This design comes from an exercise in tuning for a short achievable clock period and few clock cycles per item on the open sky130 flow, not from production work.
Where RTL was checked, it was by simulation tests only, not by an equivalence proof against the original.
No activity file was given, so power comes from the tool's default toggle rates.

== zinc ==
Design ppm_frame_decoder_calibrated, start of the top module:
module ppm_frame_decoder_calibrated #(
    parameter int FRAME_SLOTS = 7
) (
    input  logic         i_clk,
    input  logic         i_rst_n,
    input  logic         i_in_valid,
    output logic         o_in_ready,
    input  ppmfd_pkg::t_us i_in_interval_us,
    output logic         o_out_valid,
    input  logic         i_out_ready,
    output ppmfd_pkg::t_axis o_out_axis_x,
    output ppmfd_pkg::t_axis o_out_axis_y,
    output ppmfd_pkg::t_axis o_out_axis_rx,
    output ppmfd_pkg::t_axis o_out_axis_ry,
    output logic         o_out_button_a,
    output logic         o_out_button_b,
    input  logic         i_cfg_valid,
    output logic         o_cfg_ready,
    input  ppmfd_pkg::t_cfg_idx i_cfg_idx,
    input  ppmfd_pkg::t_us i_cfg_data
);
    localparam int NCH    = ppmfd_pkg::AXIS_CHANNELS;
    localparam int W      = ppmfd_pkg::US_W;
    localparam int AW     = ppmfd_pkg::AXIS_W;
    localparam int SLOT_W = $clog2(FRAME_SLOTS);
    localparam logic [SLOT_W-1:0] LAST_SLOT  = SLOT_W'(FRAME_SLOTS - 1);
    localparam int BTN_A_SLOT = NCH + 1;
    localparam int BTN_B_SLOT = NCH + 2;
    localparam int CH_Y  = 0;
    localparam int CH_RY = 1;
    localparam int CH_RX = 2;
    localparam int CH_X  = 3;
    localparam int FIFO_D  = 4;
    localparam int FIFO_AW = 2;
    localparam int RES_W   = 4 * AW + 2;
    localparam int OWED_OPEN = 3;
    localparam int OWED_W    = 4;
    localparam int DIV_STEPS = AW;
    logic                 r_rst;
    logic                 r_iv;
  ...
Size in the first run: ~8000 cells after synthesis, about 1500 flip-flops, about 82000 um^2 of cells after synthesis.
Settings: LEC_CHECK=0, ABC_CLOCK_PERIOD_IN_PS=2500, CAP_MARGIN=20, CORE_MARGIN=2, CORE_UTILIZATION=40, PLACE_DENSITY=0.6, SETUP_SLACK_MARGIN=5, SLEW_MARGIN=20; clock period 10.0 ns.
run.sh (not shown) runs the stock make flow with config.mk's settings and CLKGATE_MAP_FILE= SYNTH_SCRIPT=/design/flow/synth_recipe.tcl, a recipe that flattens the netlist after the stock synthesis.
Setup changes, zinc to xenon
- clearing SETUP_SLACK_MARGIN, which used to be 5
- clearing ABC_CLOCK_PERIOD_IN_PS, which used to be 2500
[summary]
- The number of signal-net buffers in the layout number comes out higher for zinc vs xenon.
- On count of endpoints failing hold in the final timing report, zinc and xenon are basically level.
- There was hardly any difference in post-layout instance area between zinc and xenon.
- xenon: worst hold slack 0.0088 ns above zinc
- Taking zinc as the reference, in xenon final layout net count held steady, source-to-sink clock delay at the later pin of the worst-skew pair shows no meaningful change, area used by multi-input combinational logic was more or less identical, maximum cell stage delay along the critical path now sits at about the same level.
Function was not checked in any run of this note: the RTL went through the layout flow alone.

ppm_frame_decoder_calibrated, a different RTL version from the one above (not shown whole).
Size: ~820 flip-flops, ~77 I/O pins.
make LEC_CHECK=0 CAP_MARGIN=20 CORE_MARGIN=2 CORE_UTILIZATION=40 PLACE_DENSITY=0.6 SLEW_MARGIN=20 finish   # period 10.0 ns
The first run produced a clean layout.
Next try:
CORE_UTILIZATION = 60   (was 40)
PLACE_DENSITY = 0.7   (was 0.6)
SETUP_SLACK_MARGIN = 5   (was not set)
What happened:
- The changed run finished with timing, DRC and antenna clean
- first-iteration DRC count goes up by 12%
- final cell count goes down by 5.9%
- global-route usage goes up by 11 points
Function was not checked in any run of this note: the RTL went through the layout flow alone.

## v42
Another version of the RTL of ppm_frame_decoder_calibrated (not shown whole).
Size in the first run: roughly 1000 flip-flops.
Settings: LEC_CHECK=0, CAP_MARGIN=20, CORE_MARGIN=2, CORE_UTILIZATION=40, CTS_CLUSTER_DIAMETER=80, CTS_CLUSTER_SIZE=20, PLACE_DENSITY=0.6, SETUP_SLACK_MARGIN=5, SLEW_MARGIN=20; clock period 10.0 ns.
standard.sh (not shown) runs the stock make flow with config.mk's settings and CLKGATE_MAP_FILE= SYNTH_SCRIPT=/design/flow/synth_recipe.tcl, a recipe that flattens the netlist after the stock synthesis.
==> flow/flow/run.sh <==
#!/bin/bash
MARGIN=${MARGIN:-7}
sed -E -e "s/SETUP_SLACK_MARGIN=[^ ]+/SETUP_SLACK_MARGIN=${MARGIN} SKIP_CTS_REPAIR_TIMING=1/" standard.sh > standard_margin.sh
bash standard_margin.sh > standard.log 2>&1
status=$?
tail -5 standard.log
exit $status
Testbench counts of v42, summed over its fixed seeds: cycles 11,280, frames 1,590.
Modified inputs, v53 compared to v42
- CTS_CLUSTER_DIAMETER removed (was 80)
- CTS_CLUSTER_SIZE removed (was 20)
==> flow/flow/run.sh <==
#!/bin/bash
MARGIN=${MARGIN:-7}
sed -E "s/SETUP_SLACK_MARGIN=[^ ]+/SETUP_SLACK_MARGIN=${MARGIN}/" standard.sh > standard_margin.sh
bash standard_margin.sh > standard.log 2>&1
status=$?
tail -5 standard.log
exit $status
==> summary.txt <==
In the flow results for v53 and v42, the area overhead of the layout relative to synthesis is larger on v53. v53 gives more initial antenna violation count than v42 did. The core of v53 is more densely filled than that of v42. Power density of the placed cells (v53 vs. v42) increases by a few percent. Comparing v53 and v42, total combinational power is lower on v42. Re post-route met1 wirelength: v53 is 1.2% up on v42. v53 — global-route usage 0.91 points higher, v42 as reference. v53 vs. v42: combinational fraction of design power decreased by 2.1 points relative to the old numbers; total power increased by about 6% relative to the old numbers.
#### Input delta (v14 over v53)
- a change of PLACE_DENSITY from 0.6 to 0.8
- a change of CORE_UTILIZATION from 40 to 50
## What came out
v14: done, clean on timing, DRC and antenna
In v14, the sequential share of power came out 0.7 points above the value in v53.
For total area of sequential cells, v53 and v14 come out practically identical.
Number of instances on the worst hold path: v14 > v53
v14 against v53: wire length after detailed routing now smaller, total buffers and inverters traversed by the critical path now larger.

-- what the ideal ports hide --
Ports are ideal in the flow. The routed layouts listed here were re-timed in OpenROAD. Step 1 assumes that a clkbuf_16 drives the clock port and a buf_2 every other input. Step 2 moves the port delays by t, midway between the first and last clock arrival at a register: inputs arrive t later, outputs are due t later. That takes back most of the time a late clock gives input paths. a / b / c = ideal / step 1 / step 2; a / b = the first two.
| run | shift t [ns] | setup slack, ns | latest minus earliest clock arrival (ns) | worst slew at a driven data input, ns | pins driven straight from the clock port |
|---|---|---|---|---|---|
| zinc | 0.897 | 5.269 / 5.324 / 4.427 | 0.071 / 0.070 | 0.04 | 1 |
| xenon | 0.900 | 5.277 / 5.333 / 4.433 | 0.076 / 0.076 | 0.06 | 1 |
| the first run of note 2 | 0.828 | 4.072 / 4.072 / 4.072 | 0.067 / 0.067 | 0.04 | 1 |
| the second run of note 2 | 0.777 | 5.055 / 5.055 / 5.055 | 0.031 / 0.030 | 0.05 | 1 |
| v42 | 0.799 | 6.675 / 6.675 / 6.288 | 0.059 / 0.059 | 0.05 | 1 |
| v53 | 0.863 | 6.702 / 6.615 / 6.257 | 0.099 / 0.100 | 0.05 | 1 |
| v14 | 0.827 | 6.663 / 6.663 / 6.294 | 0.074 / 0.074 | 0.12 | 1 |
After both steps setup and hold are still met in every run listed. For xenon, which loses most, drivers alone change the setup slack by +0.056 ns; drivers and shift together by -0.844 ns.
